Source: an optimization exercise on an open RTL-to-GDS flow (aim: small area, a short achievable clock period and few clock cycles per item). Production flows keep margins and buffers that such runs may drop.
Function was checked by simulation only, so behaviour that the tests miss may differ from the original.

$ cat flow/config.mk
export PLATFORM = sky130hd
export DESIGN_NAME = note_envelope_motor_drive
export DESIGN_NICKNAME = note_envelope_motor_drive
export VERILOG_FILES = /design/flow/design.v
export SDC_FILE = /design/flow/constraint.sdc
export NUM_CORES = 4
export LEC_CHECK = 0
export CAP_MARGIN = 20
export CORE_MARGIN = 2
export CORE_UTILIZATION = 40
export SLEW_MARGIN = 20
$ cat flow/constraint.sdc
create_clock -name core_clock -period 10.0 [get_ports {clk}]
set_input_delay 2.0000 -clock core_clock [delete_from_list [all_inputs] [get_ports {clk}]]
set_output_delay 2.0000 -clock core_clock [all_outputs]
set_load 0.01 [all_outputs]
$ cat flow/design.v
`default_nettype none
package nemd_pkg;
  localparam logic [1:0]  REG_ATTACK = 2'd0;
  localparam logic [1:0]  REG_RISE   = 2'd1;
  localparam logic [1:0]  REG_FALL   = 2'd2;
  localparam logic [15:0] ATTACK_RESET = 16'd5243;
  localparam logic [8:0]  RISE_RESET   = 9'd179;
  localparam logic [8:0]  FALL_RESET   = 9'd72;
  localparam logic        ACT_OFF = 1'b1;
  localparam logic [11:0] REST_BELOW = 12'd20;
  localparam logic [11:0] PITCH_LOW  = 12'd110;
  localparam logic [11:0] PITCH_HIGH = 12'd850;
  localparam logic [16:0] PITCH_SPAN = 17'd740;
  localparam logic [16:0] ONE_Q16    = 17'h10000;
  localparam logic [16:0] BASE_Q16   = 17'd42598;
  localparam logic [14:0] DEPTH_Q16  = 15'd22938;
  localparam logic [15:0] DUR_MAX    = 16'hFFFF;
  typedef struct packed {
    logic        start;
    logic [16:0] rem_init;
    logic [15:0] num_lo;
    logic [16:0] divisor;
  } div_req_t;
  typedef struct packed {
    logic        done;
    logic [15:0] quot;
  } div_rsp_t;
endpackage
`default_nettype wire
`default_nettype none
import nemd_pkg::*;
module nemd_div (
  input  logic               clk,
  input  logic               rst,
  input  nemd_pkg::div_req_t req,
  output nemd_pkg::div_rsp_t rsp
);
  logic        busy;
  logic        done;
  logic [3:0]  cnt;
  logic [16:0] rem;
  logic [15:0] num;
  logic [16:0] dvsr;
  logic [15:0] quot;
  logic [17:0] trial;
  logic [17:0] diff;
  logic        fits;
  always_comb begin
    trial = {rem, num[15]};
    diff  = trial - {1'b0, dvsr};
    fits  = (trial >= {1'b0, dvsr});
  end
  always_ff @(posedge clk) begin
    if (rst) begin
      busy <= 1'b0;
      done <= 1'b0;
      cnt  <= 4'd0;
    end else begin
      done <= 1'b0;
      if (req.start) begin
        busy <= 1'b1;
        cnt  <= 4'd15;
      end else if (busy) begin
        cnt <= cnt - 4'd1;
        if (cnt == 4'd0) begin
          busy <= 1'b0;
          done <= 1'b1;
        end
      end
    end
  end
  always_ff @(posedge clk) begin
    if (req.start) begin
      rem  <= req.rem_init;
      num  <= req.num_lo;
      dvsr <= req.divisor;
    end else if (busy) begin
      rem  <= fits ? diff[16:0] : trial[16:0];
      num  <= {num[14:0], 1'b0};
      quot <= {quot[14:0], fits};
    end
  end
  assign rsp.done = done;
  assign rsp.quot = quot;
endmodule
`default_nettype wire
`default_nettype none
import nemd_pkg::*;
module note_envelope_motor_drive (
  input  logic        clk,
  input  logic        rst,
  input  logic        s_tvalid,
  output logic        s_tready,
  input  logic [63:0] s_tdata,
  input  logic        s_tuser,
  output logic        m_tvalid,
  input  logic        m_tready,
  output logic [7:0]  m_tdata,
  input  logic        psel,
  input  logic        penable,
  input  logic        pwrite,
  input  logic [3:0]  paddr,
  input  logic [31:0] pwdata,
  output logic [31:0] prdata,
  output logic        pready
);
  typedef enum logic [11:0] {
    S_IDLE  = 12'b000000000001,
    S_DUR   = 12'b000000000010,
    S_PHASE = 12'b000000000100,
    S_ENV   = 12'b000000001000,
    S_EDIV  = 12'b000000010000,
    S_PITCH = 12'b000000100000,
    S_STREN = 12'b000001000000,
    S_PROD  = 12'b000010000000,
    S_TGT   = 12'b000100000000,
    S_DIFF  = 12'b001000000000,
    S_APPLY = 12'b010000000000,
    S_HOLD  = 12'b100000000000
  } state_t;
  state_t      state;
  logic        div_wait;
  logic        kill;
  logic        rise_dir;
  logic [15:0] attack_fraction;
  logic [8:0]  rise_gain;
  logic [8:0]  fall_gain;
  logic [15:0] level;
  logic [11:0] note_freq;
  logic [15:0] note_length;
  logic [15:0] elapsed_time;
  logic [11:0] tempo;
  logic [15:0] dur;
  logic [16:0] phase;
  logic [16:0] env;
  logic [16:0] pitch;
  logic [16:0] strength;
  logic [31:0] dmul;
  logic [33:0] prod;
  logic [15:0] target;
  logic [16:0] delta;
  nemd_pkg::div_req_t dreq;
  nemd_pkg::div_rsp_t drsp;
  logic        dur_sat;
  logic        phase_full;
  logic        in_attack;
  logic        pitch_low;
  logic        pitch_high;
  logic        out_free;
  logic        cfg_wr;
  logic [31:0] dmul_val;
  logic [31:0] pmul_val;
  logic [33:0] prod_val;
  logic [41:0] scaled;
  logic        rising;
  logic [15:0] mag;
  logic [8:0]  gain;
  logic [24:0] dprod;
  logic [17:0] sum;
  logic [15:0] lvl_raw;
  logic [15:0] lvl_next;
  nemd_div u_div (
    .clk (clk),
    .rst (rst),
    .req (dreq),
    .rsp (drsp)
  );
  assign s_tready = (state == S_IDLE);
  assign pready   = 1'b1;
  assign cfg_wr   = psel && penable && pwrite && pready;
  assign out_free = !m_tvalid || m_tready;
  always_comb begin
    case (paddr[3:2])
      REG_ATTACK: prdata = {16'd0, attack_fraction};
      REG_RISE:   prdata = {23'd0, rise_gain};
      REG_FALL:   prdata = {23'd0, fall_gain};
      default:    prdata = 32'd0;
    endcase
  end
  always_ff @(posedge clk) begin
    if (rst) begin
      attack_fraction <= ATTACK_RESET;
      rise_gain       <= RISE_RESET;
      fall_gain       <= FALL_RESET;
    end else if (cfg_wr) begin
      case (paddr[3:2])
        REG_ATTACK: attack_fraction <= pwdata[15:0];
        REG_RISE:   rise_gain       <= pwdata[8:0];
        REG_FALL:   fall_gain       <= pwdata[8:0];
        default:    ;
      endcase
    end
  end
  always_comb begin
    dur_sat    = (note_length[15:8] >= tempo);
    phase_full = (elapsed_time >= dur);
    in_attack  = (attack_fraction != 16'd0) && (phase < {1'b0, attack_fraction});
    pitch_low  = (note_freq <= PITCH_LOW);
    pitch_high = (note_freq >= PITCH_HIGH);
    dmul_val   = {15'd0, phase - {1'b0, attack_fraction}} * {17'd0, DEPTH_Q16};
    pmul_val   = {15'd0, pitch} * {17'd0, DEPTH_Q16};
    prod_val   = {17'd0, env} * {17'd0, strength};
    scaled     = {prod, 8'd0} - {8'd0, prod};
    rising     = (target > level);
    mag        = rising ? (target - level) : (level - target);
    gain       = rising ? rise_gain : fall_gain;
    dprod      = {9'd0, mag} * {16'd0, gain};
    sum        = {2'd0, level} + {1'b0, delta};
    if (kill) begin
      lvl_raw = 16'd0;
    end else if (rise_dir) begin
      lvl_raw = (sum > {2'd0, DUR_MAX}) ? DUR_MAX : sum[15:0];
    end else begin
      lvl_raw = (delta >= {1'b0, level}) ? 16'd0 : (level - delta[15:0]);
    end
    lvl_next = (lvl_raw[15:8] == 8'd0) ? 16'd0 : lvl_raw;
  end
  always_comb begin
    dreq = '0;
    case (state)
      S_DUR: begin
        dreq.start    = !div_wait && !dur_sat;
        dreq.rem_init = {9'd0, note_length[15:8]};
        dreq.num_lo   = {note_length[7:0], 8'd0};
        dreq.divisor  = {5'd0, tempo};
      end
      S_PHASE: begin
        dreq.start    = !div_wait && !phase_full;
        dreq.rem_init = {1'b0, elapsed_time};
        dreq.num_lo   = 16'd0;
        dreq.divisor  = {1'b0, dur};
      end
      S_ENV: begin
        dreq.start    = !div_wait && in_attack;
        dreq.rem_init = phase;
        dreq.num_lo   = 16'd0;
        dreq.divisor  = {1'b0, attack_fraction};
      end
      S_EDIV: begin
        dreq.start    = !div_wait;
        dreq.rem_init = {1'b0, dmul[31:16]};
        dreq.num_lo   = dmul[15:0];
        dreq.divisor  = ONE_Q16 - {1'b0, attack_fraction};
      end
      S_PITCH: begin
        dreq.start    = !div_wait && !pitch_low && !pitch_high;
        dreq.rem_init = {5'd0, note_freq - PITCH_LOW};
        dreq.num_lo   = 16'd0;
        dreq.divisor  = PITCH_SPAN;
      end
      default: dreq = '0;
    endcase
  end
  always_ff @(posedge clk) begin
    if (rst) begin
      state    <= S_IDLE;
      div_wait <= 1'b0;
      kill     <= 1'b0;
      level    <= 16'd0;
      m_tvalid <= 1'b0;
    end else begin
      if (state == S_HOLD && out_free) begin
        m_tvalid <= 1'b1;
      end else if (m_tready) begin
        m_tvalid <= 1'b0;
      end
      if (dreq.start) begin
        div_wait <= 1'b1;
      end else if (drsp.done) begin
        div_wait <= 1'b0;
      end
      case (state)
        S_IDLE: begin
          if (s_tvalid) begin
            if (s_tuser == ACT_OFF || !s_tdata[0]) begin
              kill  <= 1'b1;
              state <= S_APPLY;
            end else begin
              kill <= 1'b0;
              if (!s_tdata[1] || s_tdata[13:2] < REST_BELOW || s_tdata[57:46] == 12'd0) begin
                state <= S_DIFF;
              end else begin
                state <= S_DUR;
              end
            end
          end
        end
        S_DUR: begin
          if (!div_wait && dur_sat) begin
            state <= S_PHASE;
          end else if (drsp.done) begin
            state <= (drsp.quot == 16'd0) ? S_DIFF : S_PHASE;
          end
        end
        S_PHASE: begin
          if ((!div_wait && phase_full) || drsp.done) begin
            state <= S_ENV;
          end
        end
        S_ENV: begin
          if (!div_wait && !in_attack) begin
            state <= S_EDIV;
          end else if (drsp.done) begin
            state <= S_PITCH;
          end
        end
        S_EDIV: begin
          if (drsp.done) begin
            state <= S_PITCH;
          end
        end
        S_PITCH: begin
          if ((!div_wait && (pitch_low || pitch_high)) || drsp.done) begin
            state <= S_STREN;
          end
        end
        S_STREN: state <= S_PROD;
        S_PROD:  state <= S_TGT;
        S_TGT:   state <= S_DIFF;
        S_DIFF:  state <= S_APPLY;
        S_APPLY: state <= S_HOLD;
        S_HOLD: begin
          if (out_free) begin
            level <= lvl_next;
            state <= S_IDLE;
          end
        end
        default: state <= S_IDLE;
      endcase
    end
  end
  always_ff @(posedge clk) begin
    case (state)
      S_IDLE: begin
        note_freq    <= s_tdata[13:2];
        note_length  <= s_tdata[29:14];
        elapsed_time <= s_tdata[45:30];
        tempo        <= s_tdata[57:46];
        target       <= 16'd0;
      end
      S_DUR: begin
        if (!div_wait && dur_sat) begin
          dur <= DUR_MAX;
        end else if (drsp.done) begin
          dur <= drsp.quot;
        end
      end
      S_PHASE: begin
        if (!div_wait && phase_full) begin
          phase <= ONE_Q16;
        end else if (drsp.done) begin
          phase <= {1'b0, drsp.quot};
        end
      end
      S_ENV: begin
        if (!div_wait && !in_attack) begin
          dmul <= dmul_val;
        end else if (drsp.done) begin
          env <= {1'b0, drsp.quot};
        end
      end
      S_EDIV: begin
        if (drsp.done) begin
          env <= ONE_Q16 - {1'b0, drsp.quot};
        end
      end
      S_PITCH: begin
        if (!div_wait && pitch_low) begin
          pitch <= 17'd0;
        end else if (!div_wait && pitch_high) begin
          pitch <= ONE_Q16;
        end else if (drsp.done) begin
          pitch <= {1'b0, drsp.quot};
        end
      end
      S_STREN: strength <= BASE_Q16 + {1'b0, pmul_val[31:16]};
      S_PROD:  prod <= prod_val;
      S_TGT:   target <= scaled[39:24];
      S_DIFF: begin
        rise_dir <= rising;
        delta    <= dprod[24:8];
      end
      S_HOLD: begin
        if (out_free) begin
          m_tdata <= lvl_next[15:8];
        end
      end
      default: ;
    endcase
  end
endmodule
`default_nettype wire
$ cat flow/run.sh
#!/bin/bash
# synth_recipe.tcl (not shown) runs the flow's synth.tcl, then flattens the netlist and writes it again
# the make line also repeats each setting of config.mk as NAME=value (left out here)
make -C /OpenROAD-flow-scripts/flow DESIGN_CONFIG=/design/flow/config.mk WORK_HOME=/design/flow/orfs CLKGATE_MAP_FILE= SYNTH_SCRIPT=/design/flow/synth_recipe.tcl finish
==> flow_metrics.tcl <==
set metrics [dict create \
    antenna_found_initial 2 \
    clock-sinks 383 \
    grt_max_degree 64 \
    cp.arrival_ns 9.30 \
    vias 32955 \
    place_area_um2 47600 \
    fmax_mhz 112 \
    dr.first_iter.drc_count 2448 \
    hold_path.class "reg -> reg" \
    synth_compound_area_frac 0.112 \
    ys_warn_count 2 \
    path_clk_slew_ns 0.06 \
    critPathRequiredTime_ns 10.36 \
    maxCapViolCount 0 \
    drive_gt1_frac 0.0454 \
    syn_inst 4697 \
    muxShareOfSynthArea 0.0169 \
    ys_types 112 \
    slowest_delay_ns 0.64 \
    syn-cell-area_um2 45000 \
    synth.avg_cell_area_um2 9.57 \
    diodes 0 \
    cts_root_buffer "clkbuf_16" \
    post_cts_resized 0 \
    dp_hpwl_um 95400 \
    finalCritPeriodShare 0.894 \
    cp_slowest_cell "nor4_1" \
    post_cts_buffers 0 \
    worst_pin_slew_ns 1.04 \
    synth_edf_count 312 \
    slew_headroom 0.290 \
    cts_hold_repair.buffers 0 \
    crit_fanout 6 \
    grt_overflow 0 \
    die-area_um2 115000 \
    layout_commonest_cell "inv_1" \
    drt_wl_total_um 118000 \
    grt_first_pass_wirelength_um 187000 \
    rsz0062_at_grt "no" \
    yosysSeqAreaShare 0.240 \
    hold_viol 0 \
    synth_top_area_frac 0.214 \
    drv_slew 0 \
    io_buffers 109 \
    grt_use_total 0.204 \
    cts_buffer_depth 3 \
    tritoncts "yes" \
    h-tree-depth 2 \
    setup_ws_ns 1.06 \
    setup_tns_ns 0 \
    start_kind "flop" \
    drt-wirelength-per-cell_um 18.8 \
    ios 151 \
    synth_seq_cells 383 \
    start_util 0.401 \
    skew_ns 0.0395 \
    synth_fa_ha_area_frac 0.370 \
    fp.coreArea_um2 112000 \
    hold_ws_ns 0.485 \
    ys.flop_type "edfxtp_1" \
    period_minus_slack_ns 8.94 \
    pre_cts_ws_ns 1.10 \
    fin_area_um2 49100 \
    drcViolationCount 0 \
    gp_congestion 0.929 \
    area_delta_synth_final_pct 9.22 \
    finalSetupViolations 0 \
    final_cell_mix "841 x inv_1, 562 x ha_1, 480 x fa_1" \
    synthSimpleGateAreaFrac 0.135 \
    synth_top_family_by_area "adder cells" \
    vias_per_cell 5.25 \
    firstDrtPassIters 8 \
    worstSetupEndpointType "flop" \
    die_w_um 339 \
    path_class "reg -> reg" \
    antenna_left 0 \
    nFillCells 10929 \
    rows 123 \
    nets 5888 \
    die_h_um 339 \
    insertion_delay_ns 0.61 \
    outcome "finished clean" \
    cts_buffers 46 \
    synth_xor_area_frac 0.0383 \
    critPathMostFrequentCell "inv_1" \
    final_util 0.438 \
    synth.largest_area_cell "fa_1" \
    grt_pass1_vias 33345 \
    ys_async_sr_fraction 0 \
    yosys-top-cells-area "fa_1 21%, edfxtp_1 21%, ha_1 16%" \
]
registers in the layout (all words and copies together), names as in the netlist, 12 cells and up:
signal and count:
phase 17, u_div.quot 16, u_div.rem 17, level 16
u_div.num 15, env 17, dur 16, tempo 12
u_div.dvsr 17, strength 17, elapsed_time 16, delta 17
state 12, attack_fraction 16, note_length 16, note_freq 12
dmul 31, target 16, pitch 17, prod 34
layer usage:
| layer | GRT usage | routed length (um) | vias up |
|---|---|---|---|
| met3 | 0.0229 | 6240 | 158 |
| met2 | 0.338 | 54900 | 884 |
| met5 | 0 | 13 | - |
| met4 | 0.0607 | 3550 | 2 |
| li1 | - | - | 15709 |
| met1 | 0.282 | 53200 | 16202 |
final cells by class:
type | count | area, um^2 | area share
Multi-Input combinational cell | 3316 | 30400 | 0.618
Sequential cell | 383 | 10800 | 0.220
Inverter | 844 | 3170 | 0.0645
Tap cell | 1500 | 1880 | 0.0382
Timing Repair Buffer | 147 | 1380 | 0.0281
Clock buffer | 56 | 1230 | 0.0250
Clock inverter | 29 | 298 | 0.00606
synth_stat cells (12+ instances only):
master / instances
a211o_1: 22
mux2i_1: 56
nand2_1: 442
xor2_1: 54
o21ai_0: 146
clkbuf_1: 123
a21boi_0: 16
inv_1: 842
or3_1: 22
mux2_2: 14
a211oi_1: 23
dfxtp_1: 71
a222oi_1: 22
nor3_1: 81
nand3_1: 65
nor2b_1: 51
o31ai_1: 25
a22oi_1: 17
o21a_1: 20
ha_1: 562
nand4_1: 29
fa_1: 480
a31oi_1: 27
xnor2_1: 141
nor3b_1: 12
and3_1: 22
edfxtp_1: 312
o21bai_1: 22
and2_1: 126
nor4_1: 22
nand2b_1: 49
a21o_1: 61
or2_2: 24
a311oi_1: 16
buf_4: 21
nor2_1: 254
buf_2: 18
a21oi_1: 179
o211ai_1: 18
critical path: cells and delay by family, from the launching register on:
family	cells	cell delay (ns)
flops	1	0.45
buf+inv	6	0.69
simple gates	3	0.87
compound gates	14	2.89
fa+ha+maj	8	3.34
xor+xnor	2	0.45
per-stage QoR:
stage	cells
detailed placement	6189
global placement	6188
global route	6275
finish	6275
floorplan	4712
CTS	6274
cell families after synthesis:
group | count (synthesis)
fa+ha+maj | 1042
xor+xnor | 196
simple gates | 1253
buf+inv | 1013
flops | 383
mux | 73
compound gates | 735
other cells | 2
final timing paths:
kind                                         from                        end  slack [ns]  cells after the start
setup / recovery  attack_fraction[1]$_SDFFE_PP1P_         dmul[31]$_DFFE_PP_        1.06                     33
hold / removal          fall_gain[5]$_SDFFE_PP0P_  fall_gain[5]$_SDFFE_PP0P_        0.48                      2
setup reg to reg  attack_fraction[1]$_SDFFE_PP1P_         dmul[31]$_DFFE_PP_        1.06                     33
hold reg to reg         fall_gain[5]$_SDFFE_PP0P_  fall_gain[5]$_SDFFE_PP0P_        0.48                      2
Testbench counts, summed over its fixed seeds: cycles 324,715, items 4,800.

[static timing again, ports no longer ideal]
The flow's constraints put no driver on any port. The routed layout listed below was extracted and timed again, unchanged, in two steps.
Step 1 (the two cells are an assumption about what drives the block):
set clk [get_ports {clk}]
set_driving_cell -lib_cell sky130_fd_sc_hd__clkbuf_16 $clk
set_driving_cell -lib_cell sky130_fd_sc_hd__buf_2 [delete_from_list [all_inputs] $clk]
Step 2 adds t to the input delays and takes it off the output delays; t is the mean of the earliest and latest rising clock arrival at the registers after step 1. Input paths then give back, and output paths get back, about the clock's delay inside the block.
a / b / c = no drivers / after step 1 / after step 2; a / b = the first two.
t (ns): 0.651
slack for setup (ns): 1.064 / 1.064 / 1.064
hold slack, ns: 0.485 / 0.485 / 0.485
slew at the worst register clock pin (ns): 0.07 / 0.07
After both steps setup and hold are still met in this run. For this run, drivers alone change the setup slack by 0.000 ns; drivers and shift together by 0.000 ns.
